What follows belongs to an exercise in optimizing a design on an open flow for small area and a short achievable clock period; a production flow would make more cautious choices.
Only simulation tests tie the RTL to the original design; equivalence was not proved.

==> garnet: inputs <==
==> flow/design.v <==
package consolite_pkg;
   localparam int word_bits   = 16;
   localparam int addr_bits   = 16;
   localparam int instr_bits  = 32;
   localparam int instr_bytes = 4;
   localparam int num_regs    = 16;
   localparam int status_bits = 12;
   typedef logic [word_bits-1:0]        word_t;
   typedef logic [addr_bits-1:0]        addr_t;
   typedef logic [instr_bits-1:0]       instr_t;
   typedef logic [$clog2(num_regs)-1:0] reg_idx_t;
   localparam logic [status_bits-1:0] status_default      = 12'h000;
   localparam logic [status_bits-1:0] status_invalid_base = 12'h800;
   typedef enum logic [7:0] {
      op_nop, op_load, op_loadi, op_mov, op_movi,
      op_add, op_sub, op_and, op_or, op_xor,
      op_shl, op_shra, op_shrl, op_cmp, op_tst,
      op_stor, op_stori,
      op_jmp, op_jmpi,
      op_jeq, op_jne, op_jg, op_jge, op_ja, op_jae,
      op_jl, op_jle, op_jb, op_jbe, op_jo, op_jno,
      op_js, op_jns
   } opcode_t;
   typedef struct packed {
      logic overflow;
      logic carry;
      logic zero;
      logic sign;
   } flags_t;
   typedef enum logic [2:0] {
      st_pre_boot,
      st_executing,
      st_wr_wait,
      st_rd_wait,
      st_halt
   } ctrl_state_t;
endpackage
`timescale 1ns/1ps
module processor (
   input  logic        clk,
   input  logic        rst_n,
   input  logic        boot_done,
   output logic [11:0] status,
   output logic [15:0] instr_ptr,
   input  logic        instr_valid,
   input  logic [31:0] cur_instr,
   output logic        cache_wr_en,
   output logic [15:0] cache_wr_addr,
   output logic [15:0] cache_wr_data,
   input  logic        cache_wr_done,
   output logic        cache_rd_en,
   output logic [15:0] cache_rd_addr,
   input  logic [15:0] cache_rd_data,
   input  logic        cache_rd_done
);
   logic ex, ww, rw, hl;
   logic [7:0]  bad_op;
   logic        f_o, f_c, f_z, f_s;
   logic        pv;        
   logic        fp;        
   logic [3:0]  p_op;      
   logic [3:0]  p_idx;
   logic [15:0] p_a, p_b;
   logic [15:0] vld;
   logic [15:0] regs [16];
   logic [15:0] addr_q;    
   logic [15:0] data_q;    
   wire [7:0]  op  = cur_instr[31:24];
   wire [3:0]  r1  = cur_instr[19:16];
   wire [3:0]  r2  = cur_instr[11:8];
   wire [15:0] imm = cur_instr[15:0];
   wire [15:0] tgt = cur_instr[23:8];
   wire accept   = ex & instr_valid;
   wire op_hi0   = (op[7:5] == 3'b000);
   wire invalid  = op[7] | op[6] | (op[5] & (op[4:0] != 5'd0));
   wire is_load  = op_hi0 & ((op[4:0] == 5'd1) | (op[4:0] == 5'd2));
   wire is_store = op_hi0 & ((op[4:0] == 5'd15) | (op[4:0] == 5'd16));
   wire is_wop   = op_hi0 & ~op[4] & (op[3:0] >= 4'd3) & (op[3:0] <= 4'd12);
   wire is_fop   = op_hi0 & ~op[4] & ((op[3:0] == 4'd5) | (op[3:0] == 4'd6) |
                                      (op[3:0] == 4'd13) | (op[3:0] == 4'd14));
   wire wr_issue = accept & is_store & cache_wr_done;
   wire rd_issue = accept & is_load & cache_rd_done;
   wire stall    = accept & ((is_store & ~cache_wr_done) | (is_load & ~cache_rd_done));
   wire rd_fin   = rw & cache_rd_done & ~cache_rd_en;
   wire wr_fin   = ww & cache_wr_done & ~cache_wr_en;
   logic [15:0] p_res;
   wire [15:0] ra_q = regs[r1] & {16{vld[r1]}};
   wire [15:0] rb_q = regs[r2] & {16{vld[r2]}};
   wire [15:0] ra = (pv && p_idx == r1) ? p_res : ra_q;
   wire [15:0] rb = (pv && p_idx == r2) ? p_res : rb_q;
   wire [3:0] ol = p_op;
   wire sub_m = (ol == 4'd6) | (ol == 4'd13);
   wire add_m = (ol == 4'd5);
   wire tst_m = (ol == 4'd14);
   wire [15:0] bx  = p_b ^ {16{sub_m}};
   wire [16:0] sum = {1'b0, p_a} + {1'b0, bx} + {16'd0, sub_m};
   wire [15:0] v_and = p_a & p_b;
   wire [15:0] v_or  = p_a | p_b;
   wire [15:0] v_xor = p_a ^ p_b;
   wire shl_m  = (ol == 4'd10);
   wire shra_m = (ol == 4'd11);
   wire fill   = shra_m & p_a[15];
   logic [15:0] a_rev, sh_in, s1, s2, s4, s8, sh_out, sh_rev;
   always_comb begin
      for (int i = 0; i < 16; i++) a_rev[i] = p_a[15-i];
      sh_in = shl_m ? a_rev : p_a;
      s1 = p_b[0] ? {fill, sh_in[15:1]} : sh_in;
      s2 = p_b[1] ? {{2{fill}}, s1[15:2]} : s1;
      s4 = p_b[2] ? {{4{fill}}, s2[15:4]} : s2;
      s8 = p_b[3] ? {{8{fill}}, s4[15:8]} : s4;
      sh_out = (p_b[15:4] != 12'd0) ? {16{fill}} : s8;
      for (int i = 0; i < 16; i++) sh_rev[i] = sh_out[15-i];
   end
   always_comb begin
      case (ol)
         4'd3,
         4'd4:    p_res = p_b;
         4'd7:    p_res = v_and;
         4'd8:    p_res = v_or;
         4'd9:    p_res = v_xor;
         4'd10:   p_res = sh_rev;
         4'd11,
         4'd12:   p_res = sh_out;
         default: p_res = sum[15:0];
      endcase
   end
   logic n_o, n_c, n_z, n_s;
   assign {f_o, f_c, f_z, f_s} = {n_o, n_c, n_z, n_s} & {4{fp}};
   always_comb begin
      if (tst_m) begin
         n_o = 1'b0;
         n_c = 1'b0;
         n_z = (v_and == 16'd0);
         n_s = v_and[15];
      end else begin
         n_o = (p_a[15] == bx[15]) & (sum[15] != p_a[15]);
         n_c = sum[16] ^ sub_m;
         n_z = add_m ? (v_xor == {v_or[14:0], 1'b0}) : (v_xor == 16'd0);
         n_s = sum[15];
      end
   end
   logic taken;
   always_comb begin
      case (op[4:0])
         5'd17, 5'd18: taken = 1'b1;
         5'd19: taken = f_z;
         5'd20: taken = ~f_z;
         5'd21: taken = ~f_z & (f_s == f_o);
         5'd22: taken = (f_s == f_o);
         5'd23: taken = ~f_c & ~f_z;
         5'd24: taken = ~f_c;
         5'd25: taken = (f_s != f_o);
         5'd26: taken = (f_s != f_o) | f_z;
         5'd27: taken = f_c;
         5'd28: taken = f_c | f_z;
         5'd29: taken = f_o;
         5'd30: taken = ~f_o;
         5'd31: taken = f_s;
         5'd0:  taken = op[5] & ~f_s;    
         default: taken = 1'b0;
      endcase
   end
   wire [15:0] ip_inc = {instr_ptr[15:2] + 14'd1, instr_ptr[1:0]};
   wire [15:0] ip_nxt = ~taken ? ip_inc : ((op[4:0] == 5'd17) ? ra : tgt);
   wire        we_any = rd_fin | pv;
   wire [3:0]  widx   = rw ? data_q[3:0] : p_idx;
   wire [15:0] wdata  = rw ? cache_rd_data : p_res;
   always_ff @(posedge clk) begin
      for (int i = 0; i < 16; i++) begin
         if (we_any && widx == 4'(i)) regs[i] <= wdata;
      end
   end
   always_ff @(posedge clk or negedge rst_n) begin
      if (!rst_n) begin
         vld <= '0;
      end else if (we_any) begin
         vld[widx] <= 1'b1;
      end
   end
   always_ff @(posedge clk or negedge rst_n) begin
      if (!rst_n) begin
         ex          <= 1'b0;
         ww          <= 1'b0;
         rw          <= 1'b0;
         hl          <= 1'b0;
         bad_op      <= '0;
         instr_ptr   <= '0;
         cache_wr_en <= 1'b0;
         cache_rd_en <= 1'b0;
         pv          <= 1'b0;
         fp          <= 1'b0;
      end else begin
         pv <= accept & is_wop;
         cache_wr_en <= wr_issue;
         cache_rd_en <= rd_issue;
         if (!ex && !ww && !rw && !hl && boot_done) ex <= 1'b1;
         if (accept) begin
            if (invalid) begin
               ex     <= 1'b0;
               hl     <= 1'b1;
               bad_op <= op;
            end else if (!stall) begin
               instr_ptr <= ip_nxt;
               if (wr_issue) begin
                  ex <= 1'b0;
                  ww <= 1'b1;
               end
               if (rd_issue) begin
                  ex <= 1'b0;
                  rw <= 1'b1;
               end
            end
            fp <= is_fop;
         end
         if (wr_fin) begin
            ww <= 1'b0;
            ex <= 1'b1;
         end
         if (rd_fin) begin
            rw <= 1'b0;
            ex <= 1'b1;
         end
      end
   end
   always_ff @(posedge clk) begin
      if (accept) begin
         p_a   <= ra;
         p_b   <= (op[3:0] == 4'd4) ? imm : rb;
         p_op  <= op[3:0];
         p_idx <= r1;
      end
      if (wr_issue || rd_issue) addr_q <= op[0] ? rb : imm;
      if (wr_issue) data_q <= ra;
      if (rd_issue) data_q[3:0] <= r1;
   end
   assign status        = {hl, 3'b000, bad_op};
   assign cache_wr_addr = addr_q;
   assign cache_rd_addr = addr_q;
   assign cache_wr_data = data_q;
endmodule
==> flow/run.sh <==
#!/bin/bash
# synth_recipe.tcl (not shown) runs the flow's synth.tcl, then flattens the netlist and writes it again
# the make line also repeats each setting of config.mk as NAME=value (left out here)
make -C /OpenROAD-flow-scripts/flow DESIGN_CONFIG=/design/flow/config.mk WORK_HOME=/design/flow/orfs CLKGATE_MAP_FILE= SYNTH_SCRIPT=/design/flow/synth_recipe.tcl finish
==> flow/config.mk <==
export PLATFORM = sky130hd
export DESIGN_NAME = processor
export DESIGN_NICKNAME = processor
export VERILOG_FILES = /design/flow/design.v
export SDC_FILE = /design/flow/constraint.sdc
export NUM_CORES = 4
export LEC_CHECK = 0
export CAP_MARGIN = 20
export CORE_MARGIN = 2
export CORE_UTILIZATION = 40
export SLEW_MARGIN = 20
==> flow/constraint.sdc <==
create_clock -name core_clock -period 7.0 [get_ports {clk}]
set_input_delay 1.4000 -clock core_clock [delete_from_list [all_inputs] [get_ports {clk}]]
set_output_delay 1.4000 -clock core_clock [all_outputs]
set_load 0.01 [all_outputs]
==> inputs of sierra, as changes to garnet <==
==> flow/design.v, changed modules only <==
module processor (
   input  logic        clk,
   input  logic        rst_n,
   input  logic        boot_done,
   output logic [11:0] status,
   output logic [15:0] instr_ptr,
   input  logic        instr_valid,
   input  logic [31:0] cur_instr,
   output logic        cache_wr_en,
   output logic [15:0] cache_wr_addr,
   output logic [15:0] cache_wr_data,
   input  logic        cache_wr_done,
   output logic        cache_rd_en,
   output logic [15:0] cache_rd_addr,
   input  logic [15:0] cache_rd_data,
   input  logic        cache_rd_done
);
   logic ex, ww, rw, hl;
   logic [7:0]  bad_op;
   logic [15:0] vld;
   logic [15:0] regs [16];
   logic [3:0]  ld_idx;    
   logic        pv;        
   logic        fp;        
   logic [3:0]  f_q;       
   logic        c_sub, c_add, c_tst, c_shl, c_sra;
   logic        c_b, c_and, c_or, c_xor, c_sl, c_sr, c_sum;
   logic [3:0]  p_idx;
   logic [15:0] p_a, p_b;
   wire [7:0]  op  = cur_instr[31:24];
   wire [3:0]  r1  = cur_instr[19:16];
   wire [3:0]  r2  = cur_instr[11:8];
   wire [15:0] imm = cur_instr[15:0];
   wire [15:0] tgt = cur_instr[23:8];
   wire accept   = ex & instr_valid;
   wire op_hi0   = (op[7:5] == 3'b000);
   wire invalid  = op[7] | op[6] | (op[5] & (op[4:0] != 5'd0));
   wire is_load  = op_hi0 & ((op[4:0] == 5'd1) | (op[4:0] == 5'd2));
   wire is_store = op_hi0 & ((op[4:0] == 5'd15) | (op[4:0] == 5'd16));
   wire is_wop   = op_hi0 & ~op[4] & (op[3:0] >= 4'd3) & (op[3:0] <= 4'd12);
   wire is_fop   = op_hi0 & ~op[4] & ((op[3:0] == 4'd5) | (op[3:0] == 4'd6) |
                                      (op[3:0] == 4'd13) | (op[3:0] == 4'd14));
   wire wr_issue = accept & is_store & cache_wr_done;
   wire rd_issue = accept & is_load & cache_rd_done;
   wire stall    = accept & ((is_store & ~cache_wr_done) | (is_load & ~cache_rd_done));
   wire rd_fin   = rw & cache_rd_done & ~cache_rd_en;
   wire wr_fin   = ww & cache_wr_done & ~cache_wr_en;
   logic [15:0] p_res;
   logic [15:0] ra_q, rb_q;
   always_comb begin
      ra_q = '0;
      rb_q = '0;
      for (int i = 0; i < 16; i++) begin
         ra_q = ra_q | (regs[i] & {16{vld[i] && r1 == 4'(i)}});
         rb_q = rb_q | (regs[i] & {16{vld[i] && r2 == 4'(i)}});
      end
   end
   wire [15:0] ra = (pv && p_idx == r1) ? p_res : ra_q;
   wire [15:0] rb = (pv && p_idx == r2) ? p_res : rb_q;
   wire sub_m  = c_sub;
   wire add_m  = c_add;
   wire tst_m  = c_tst;
   wire shl_m  = c_shl;
   wire shra_m = c_sra;
   wire [15:0] bx  = p_b ^ {16{sub_m}};
   wire [17:0] sum_w = {1'b0, p_a, 1'b1} + {1'b0, bx, sub_m};
   wire [16:0] sum = sum_w[17:1];
   wire [15:0] v_and = p_a & p_b;
   wire [15:0] v_or  = p_a | p_b;
   wire [15:0] v_xor = p_a ^ p_b;
   wire fill = shra_m & p_a[15];
   logic [15:0] a_rev, sh_in, s1, s2, s4, s8, sh_out, sh_rev;
   always_comb begin
      for (int i = 0; i < 16; i++) a_rev[i] = p_a[15-i];
      sh_in = shl_m ? a_rev : p_a;
      s1 = p_b[0] ? {fill, sh_in[15:1]} : sh_in;
      s2 = p_b[1] ? {{2{fill}}, s1[15:2]} : s1;
      s4 = p_b[2] ? {{4{fill}}, s2[15:4]} : s2;
      s8 = p_b[3] ? {{8{fill}}, s4[15:8]} : s4;
      sh_out = (p_b[15:4] != 12'd0) ? {16{fill}} : s8;
      for (int i = 0; i < 16; i++) sh_rev[i] = sh_out[15-i];
   end
   assign p_res = ({16{c_b}}   & p_b)    | ({16{c_and}} & v_and)  |
                  ({16{c_or}}  & v_or)   | ({16{c_xor}} & v_xor)  |
                  ({16{c_sl}}  & sh_rev) | ({16{c_sr}}  & sh_out) |
                  ({16{c_sum}} & sum[15:0]);
   logic n_o, n_c, n_z, n_s;
   always_comb begin
      if (tst_m) begin
         n_o = 1'b0;
         n_c = 1'b0;
         n_z = (v_and == 16'd0);
         n_s = v_and[15];
      end else begin
         n_o = (p_a[15] == bx[15]) & (sum[15] != p_a[15]);
         n_c = sum[16] ^ sub_m;
         n_z = add_m ? (v_xor == {v_or[14:0], 1'b0}) : (v_xor == 16'd0);
         n_s = sum[15];
      end
   end
   logic f_o, f_c, f_z, f_s;
   assign {f_o, f_c, f_z, f_s} = fp ? {n_o, n_c, n_z, n_s} : f_q;
   logic taken;
   always_comb begin
      case (op[4:0])
         5'd17, 5'd18: taken = 1'b1;
         5'd19: taken = f_z;
         5'd20: taken = ~f_z;
         5'd21: taken = ~f_z & (f_s == f_o);
         5'd22: taken = (f_s == f_o);
         5'd23: taken = ~f_c & ~f_z;
         5'd24: taken = ~f_c;
         5'd25: taken = (f_s != f_o);
         5'd26: taken = (f_s != f_o) | f_z;
         5'd27: taken = f_c;
         5'd28: taken = f_c | f_z;
         5'd29: taken = f_o;
         5'd30: taken = ~f_o;
         5'd31: taken = f_s;
         5'd0:  taken = op[5] & ~f_s;    
         default: taken = 1'b0;
      endcase
   end
   wire [15:0] ip_inc = {instr_ptr[15:2] + 14'd1, instr_ptr[1:0]};
   wire [15:0] ip_nxt = ~taken ? ip_inc : ((op[4:0] == 5'd17) ? ra : tgt);
   wire        we_any = rd_fin | pv;
   wire [3:0]  widx   = rw ? ld_idx : p_idx;
   wire [15:0] wdata  = rw ? cache_rd_data : p_res;
   always_ff @(posedge clk) begin
      for (int i = 0; i < 16; i++) begin
         if (we_any && widx == 4'(i)) regs[i] <= wdata;
      end
   end
   always_ff @(posedge clk or negedge rst_n) begin
      if (!rst_n) begin
         vld <= '0;
      end else if (we_any) begin
         vld[widx] <= 1'b1;
      end
   end
   always_ff @(posedge clk or negedge rst_n) begin
      if (!rst_n) begin
         ex          <= 1'b0;
         ww          <= 1'b0;
         rw          <= 1'b0;
         hl          <= 1'b0;
         bad_op      <= '0;
         instr_ptr   <= '0;
         cache_wr_en <= 1'b0;
         cache_rd_en <= 1'b0;
         pv          <= 1'b0;
         fp          <= 1'b0;
         f_q         <= '0;
      end else begin
         pv          <= accept & is_wop;
         fp          <= accept & is_fop;
         f_q         <= accept ? 4'd0 : {f_o, f_c, f_z, f_s};
         cache_wr_en <= wr_issue;
         cache_rd_en <= rd_issue;
         if (!ex && !ww && !rw && !hl && boot_done) ex <= 1'b1;
         if (accept) begin
            if (invalid) begin
               ex     <= 1'b0;
               hl     <= 1'b1;
               bad_op <= op;
            end else if (!stall) begin
               instr_ptr <= ip_nxt;
               if (wr_issue) begin
                  ex <= 1'b0;
                  ww <= 1'b1;
               end
               if (rd_issue) begin
                  ex <= 1'b0;
                  rw <= 1'b1;
               end
            end
         end
         if (wr_fin) begin
            ww <= 1'b0;
            ex <= 1'b1;
         end
         if (rd_fin) begin
            rw <= 1'b0;
            ex <= 1'b1;
         end
      end
   end
   always_ff @(posedge clk) begin
      p_a   <= ra;
      p_b   <= (op[4] || op[3:0] == 4'd2 || op[3:0] == 4'd4) ? imm : rb;
      c_sub <= (op[3:0] == 4'd6) | (op[3:0] == 4'd13);
      c_add <= (op[3:0] == 4'd5);
      c_tst <= (op[3:0] == 4'd14);
      c_shl <= (op[3:0] == 4'd10);
      c_sra <= (op[3:0] == 4'd11);
      c_b   <= (op[3:0] == 4'd3) | (op[3:0] == 4'd4);
      c_and <= (op[3:0] == 4'd7);
      c_or  <= (op[3:0] == 4'd8);
      c_xor <= (op[3:0] == 4'd9);
      c_sl  <= (op[3:0] == 4'd10);
      c_sr  <= (op[3:0] == 4'd11) | (op[3:0] == 4'd12);
      c_sum <= (op[3:0] == 4'd5) | (op[3:0] == 4'd6);
      p_idx <= r1;
      if (rd_issue) ld_idx <= r1;
   end
   assign status        = {hl, 3'b000, bad_op};
   assign cache_wr_addr = p_b;
   assign cache_rd_addr = p_b;
   assign cache_wr_data = p_a;
endmodule
--- a/flow/config.mk
+++ b/flow/config.mk
@@ -8,4 +8,6 @@
 export CAP_MARGIN = 20
 export CORE_MARGIN = 2
-export CORE_UTILIZATION = 40
+export CORE_UTILIZATION = 60
+export CTS_BUF_LIST = sky130_fd_sc_hd__clkbuf_8
+export SETUP_SLACK_MARGIN = 3
 export SLEW_MARGIN = 20
==> inputs of onyx, as changes to garnet <==
==> flow/design.v, changed modules only <==
module processor (
   input  logic        clk,
   input  logic        rst_n,
   input  logic        boot_done,
   output logic [11:0] status,
   output logic [15:0] instr_ptr,
   input  logic        instr_valid,
   input  logic [31:0] cur_instr,
   output logic        cache_wr_en,
   output logic [15:0] cache_wr_addr,
   output logic [15:0] cache_wr_data,
   input  logic        cache_wr_done,
   output logic        cache_rd_en,
   output logic [15:0] cache_rd_addr,
   input  logic [15:0] cache_rd_data,
   input  logic        cache_rd_done
);
   logic ex, ww, rw, hl;
   logic [7:0]  bad_op;
   logic [15:0] vld;
   logic [15:0] regs [16];
   logic [3:0]  ld_idx;    
   logic        pv;        
   logic        fp;        
   logic [3:0]  f_q;       
   logic        c_sub, c_add, c_tst, c_shl, c_sra;
   logic        c_b, c_and, c_or, c_xor, c_sl, c_sr, c_sum;
   logic [3:0]  p_idx;
   logic [15:0] p_a, p_b;
   wire [7:0]  op  = cur_instr[31:24];
   wire [3:0]  r1  = cur_instr[19:16];
   wire [3:0]  r2  = cur_instr[11:8];
   wire [15:0] imm = cur_instr[15:0];
   wire [15:0] tgt = cur_instr[23:8];
   wire accept   = ex & instr_valid;
   wire op_hi0   = (op[7:5] == 3'b000);
   wire invalid  = op[7] | op[6] | (op[5] & (op[4:0] != 5'd0));
   wire is_load  = op_hi0 & ((op[4:0] == 5'd1) | (op[4:0] == 5'd2));
   wire is_store = op_hi0 & ((op[4:0] == 5'd15) | (op[4:0] == 5'd16));
   wire is_wop   = op_hi0 & ~op[4] & (op[3:0] >= 4'd3) & (op[3:0] <= 4'd12);
   wire is_fop   = op_hi0 & ~op[4] & ((op[3:0] == 4'd5) | (op[3:0] == 4'd6) |
                                      (op[3:0] == 4'd13) | (op[3:0] == 4'd14));
   wire wr_issue = accept & is_store & cache_wr_done;
   wire rd_issue = accept & is_load & cache_rd_done;
   wire stall    = accept & ((is_store & ~cache_wr_done) | (is_load & ~cache_rd_done));
   wire rd_fin   = rw & cache_rd_done & ~cache_rd_en;
   wire wr_fin   = ww & cache_wr_done & ~cache_wr_en;
   logic [15:0] p_res;
   logic [15:0] ra_q, rb_q;
   always_comb begin
      ra_q = '0;
      rb_q = '0;
      for (int i = 0; i < 16; i++) begin
         ra_q = ra_q | (regs[i] & {16{vld[i] && r1 == 4'(i)}});
         rb_q = rb_q | (regs[i] & {16{vld[i] && r2 == 4'(i)}});
      end
   end
   wire [15:0] ra = (pv && p_idx == r1) ? p_res : ra_q;
   wire        b_imm = op[4] || op[3:0] == 4'd2 || op[3:0] == 4'd4;
   wire        b_inv = op[3:0] == 4'd6 || op[3:0] == 4'd13;
   wire        fwd_b = pv && p_idx == r2 && !b_imm;
   wire [15:0] p_b_q = b_imm ? imm : (rb_q ^ {16{b_inv}});
   wire sub_m  = c_sub;
   wire add_m  = c_add;
   wire tst_m  = c_tst;
   wire shl_m  = c_shl;
   wire shra_m = c_sra;
   wire [15:0] bx  = p_b;
   wire [17:0] sum_w = {1'b0, p_a, 1'b1} + {1'b0, bx, sub_m};
   wire [16:0] sum = sum_w[17:1];
   wire [15:0] v_and = p_a & p_b;
   wire [15:0] v_or  = p_a | p_b;
   wire [15:0] v_xor = p_a ^ p_b;
   wire fill = shra_m & p_a[15];
   logic [15:0] a_rev, sh_in, s1, s2, s4, s8, sh_out, sh_rev;
   always_comb begin
      for (int i = 0; i < 16; i++) a_rev[i] = p_a[15-i];
      sh_in = shl_m ? a_rev : p_a;
      s1 = p_b[0] ? {fill, sh_in[15:1]} : sh_in;
      s2 = p_b[1] ? {{2{fill}}, s1[15:2]} : s1;
      s4 = p_b[2] ? {{4{fill}}, s2[15:4]} : s2;
      s8 = p_b[3] ? {{8{fill}}, s4[15:8]} : s4;
      sh_out = (p_b[15:4] != 12'd0) ? {16{fill}} : s8;
      for (int i = 0; i < 16; i++) sh_rev[i] = sh_out[15-i];
   end
   assign p_res = ({16{c_b}}   & p_b)    | ({16{c_and}} & v_and)  |
                  ({16{c_or}}  & v_or)   | ({16{c_xor}} & v_xor)  |
                  ({16{c_sl}}  & sh_rev) | ({16{c_sr}}  & sh_out) |
                  ({16{c_sum}} & sum[15:0]);
   logic n_o, n_c, n_z, n_s;
   always_comb begin
      if (tst_m) begin
         n_o = 1'b0;
         n_c = 1'b0;
         n_z = (v_and == 16'd0);
         n_s = v_and[15];
      end else begin
         n_o = (p_a[15] == bx[15]) & (sum[15] != p_a[15]);
         n_c = sum[16] ^ sub_m;
         n_z = add_m ? (v_xor == {v_or[14:0], 1'b0}) : (v_xor == 16'hffff);
         n_s = sum[15];
      end
   end
   logic f_o, f_c, f_z, f_s;
   assign {f_o, f_c, f_z, f_s} = fp ? {n_o, n_c, n_z, n_s} : f_q;
   logic taken;
   always_comb begin
      case (op[4:0])
         5'd17, 5'd18: taken = 1'b1;
         5'd19: taken = f_z;
         5'd20: taken = ~f_z;
         5'd21: taken = ~f_z & (f_s == f_o);
         5'd22: taken = (f_s == f_o);
         5'd23: taken = ~f_c & ~f_z;
         5'd24: taken = ~f_c;
         5'd25: taken = (f_s != f_o);
         5'd26: taken = (f_s != f_o) | f_z;
         5'd27: taken = f_c;
         5'd28: taken = f_c | f_z;
         5'd29: taken = f_o;
         5'd30: taken = ~f_o;
         5'd31: taken = f_s;
         5'd0:  taken = op[5] & ~f_s;    
         default: taken = 1'b0;
      endcase
   end
   logic [15:0] ip_n, ip_t;
   logic        ip_sel;
   assign instr_ptr = ip_sel ? ip_t : ip_n;
   wire [15:0] ip_inc = {instr_ptr[15:2] + 14'd1, instr_ptr[1:0]};
   wire        upd    = accept & ~invalid & ~stall;
   wire        we_any = rd_fin | pv;
   wire [3:0]  widx   = rw ? ld_idx : p_idx;
   wire [15:0] wdata  = rw ? cache_rd_data : p_res;
   always_ff @(posedge clk) begin
      for (int i = 0; i < 16; i++) begin
         if (we_any && widx == 4'(i)) regs[i] <= wdata;
      end
   end
   always_ff @(posedge clk or negedge rst_n) begin
      if (!rst_n) begin
         vld <= '0;
      end else if (we_any) begin
         vld[widx] <= 1'b1;
      end
   end
   always_ff @(posedge clk or negedge rst_n) begin
      if (!rst_n) begin
         ex          <= 1'b0;
         ww          <= 1'b0;
         rw          <= 1'b0;
         hl          <= 1'b0;
         bad_op      <= '0;
         ip_n        <= '0;
         ip_sel      <= 1'b0;
         cache_wr_en <= 1'b0;
         cache_rd_en <= 1'b0;
         pv          <= 1'b0;
         fp          <= 1'b0;
         f_q         <= '0;
      end else begin
         pv          <= accept & is_wop;
         fp          <= accept & is_fop;
         f_q         <= accept ? 4'd0 : {f_o, f_c, f_z, f_s};
         ip_n        <= upd ? ip_inc : instr_ptr;
         ip_sel      <= upd & taken;
         cache_wr_en <= wr_issue;
         cache_rd_en <= rd_issue;
         if (!ex && !ww && !rw && !hl && boot_done) ex <= 1'b1;
         if (accept) begin
            if (invalid) begin
               ex     <= 1'b0;
               hl     <= 1'b1;
               bad_op <= op;
            end else if (!stall) begin
               if (wr_issue) begin
                  ex <= 1'b0;
                  ww <= 1'b1;
               end
               if (rd_issue) begin
                  ex <= 1'b0;
                  rw <= 1'b1;
               end
            end
         end
         if (wr_fin) begin
            ww <= 1'b0;
            ex <= 1'b1;
         end
         if (rd_fin) begin
            rw <= 1'b0;
            ex <= 1'b1;
         end
      end
   end
   always_ff @(posedge clk) begin
      ip_t  <= (op[4:0] == 5'd17) ? ra : tgt;
      p_a   <= ra;
      p_b   <= fwd_b ? (p_res ^ {16{b_inv}}) : p_b_q;
      c_sub <= (op[3:0] == 4'd6) | (op[3:0] == 4'd13);
      c_add <= (op[3:0] == 4'd5);
      c_tst <= (op[3:0] == 4'd14);
      c_shl <= (op[3:0] == 4'd10);
      c_sra <= (op[3:0] == 4'd11);
      c_b   <= (op[3:0] == 4'd3) | (op[3:0] == 4'd4);
      c_and <= (op[3:0] == 4'd7);
      c_or  <= (op[3:0] == 4'd8);
      c_xor <= (op[3:0] == 4'd9);
      c_sl  <= (op[3:0] == 4'd10);
      c_sr  <= (op[3:0] == 4'd11) | (op[3:0] == 4'd12);
      c_sum <= (op[3:0] == 4'd5) | (op[3:0] == 4'd6);
      p_idx <= r1;
      if (rd_issue) ld_idx <= r1;
   end
   assign status        = {hl, 3'b000, bad_op};
   assign cache_wr_addr = p_b;
   assign cache_rd_addr = p_b;
   assign cache_wr_data = p_a;
endmodule
==> flow/flow/run.sh (new file) <==
#!/bin/bash
# Layout flow: the standard flow (standard.sh) with its standard
# synthesis, unchanged except that the port buffers are plain buffers
# (buf_1) instead of the delay cells buffer_ports picks by default.
# make's output goes to flow_make.log in this folder; each ORFS step keeps
# its own full log under orfs/logs/.
set -euo pipefail
export BUFFER_PORTS_ARGS="-buffer_cell sky130_fd_sc_hd__buf_1"
bash standard.sh finish > flow_make.log 2>&1
test -s out/final.def
==> flow/standard.sh (new file) <==
#!/bin/bash
# synth_recipe.tcl (not shown) runs the flow's synth.tcl, then flattens the netlist and writes it again
# the make line also repeats each setting of config.mk as NAME=value (left out here)
make -C /OpenROAD-flow-scripts/flow DESIGN_CONFIG=/design/flow/config.mk WORK_HOME=/design/flow/orfs CLKGATE_MAP_FILE= SYNTH_SCRIPT=/design/flow/synth_recipe.tcl "${@:-finish}"
--- a/flow/config.mk
+++ b/flow/config.mk
@@ -8,4 +8,9 @@
 export CAP_MARGIN = 20
 export CORE_MARGIN = 2
-export CORE_UTILIZATION = 40
+export CORE_UTILIZATION = 65
+export CTS_BUF_LIST = sky130_fd_sc_hd__clkbuf_16
+export CTS_CLUSTER_DIAMETER = 60
+export CTS_CLUSTER_SIZE = 30
+export PLACE_DENSITY = 0.75
+export SETUP_SLACK_MARGIN = 3.5
 export SLEW_MARGIN = 20
removed: flow/run.sh
==> flow_summary.json <==
{
  "buffers_excl_clock": 196,
  "crit_slowest_cell": "edfxtp_1",
  "dp.cells": 2641,
  "cp_num_cells": 16,
  "dp_hpwl_mm": 59.50,
  "run_status": "complete, no violations",
  "rr_startpoint": "p_op[1]",
  "slew_headroom_pct": 27.44
}
-- figures above: garnet

==> flow_summary.json <==
{
  "run_status": "complete, no violations",
  "buffers_excl_clock": 169,
  "crit_slowest_cell": "and3_1",
  "clock_path_buffers": 3,
  "cp_num_cells": 9,
  "dp.cells": 2206,
  "rr_startpoint": "c_sub",
  "dp_hpwl_mm": 46.57,
  "synth_cells": 1748
}
-- figures above: sierra

==> flow_summary.json <==
{
  "rr_startpoint": "p_b[3]",
  "cp-end-kind": "register",
  "powerDensity_nw_per_um2": 231.8,
  "dp_hpwl_mm": 43.24,
  "setup_viol": 0,
  "slew_headroom_pct": 18.75,
  "dp.cells": 2064,
  "crit_slowest_cell": "and3_1",
  "path_buf_inv": 1,
  "crit_arrival_ns": 4.09,
  "run_status": "complete, no violations",
  "cp_max_fo": 16
}
-- figures above: onyx

## static timing again, ports no longer ideal
The flow's constraints put no driver on any port. The routed layouts listed below were extracted and timed again, unchanged, in two steps.
Step 1: set_driving_cell puts a clkbuf_16 on clk and a buf_2 on each other input, an assumption about the parent block.
Step 2 adds t to the input delays and takes it off the output delays; t is the mean of the earliest and latest rising clock arrival at the registers after step 1. Input paths then give back, and output paths get back, about the clock's delay inside the block.
Slacks: ideal ports / drivers / drivers and shift; pairs: ideal ports / drivers.
run	shift t [ns]	setup slack, ns	worst setup path at the end
garnet	0.643	1.414 / 1.414 / 1.414	register to register
sierra	0.694	2.932 / 2.956 / 2.262	input to register
onyx	0.624	3.407 / 3.437 / 2.813	input to register
After both steps every run listed still meets setup and hold. The setup slack of sierra, which loses most, moves by +0.024 ns with the drivers and by -0.670 ns with both steps.
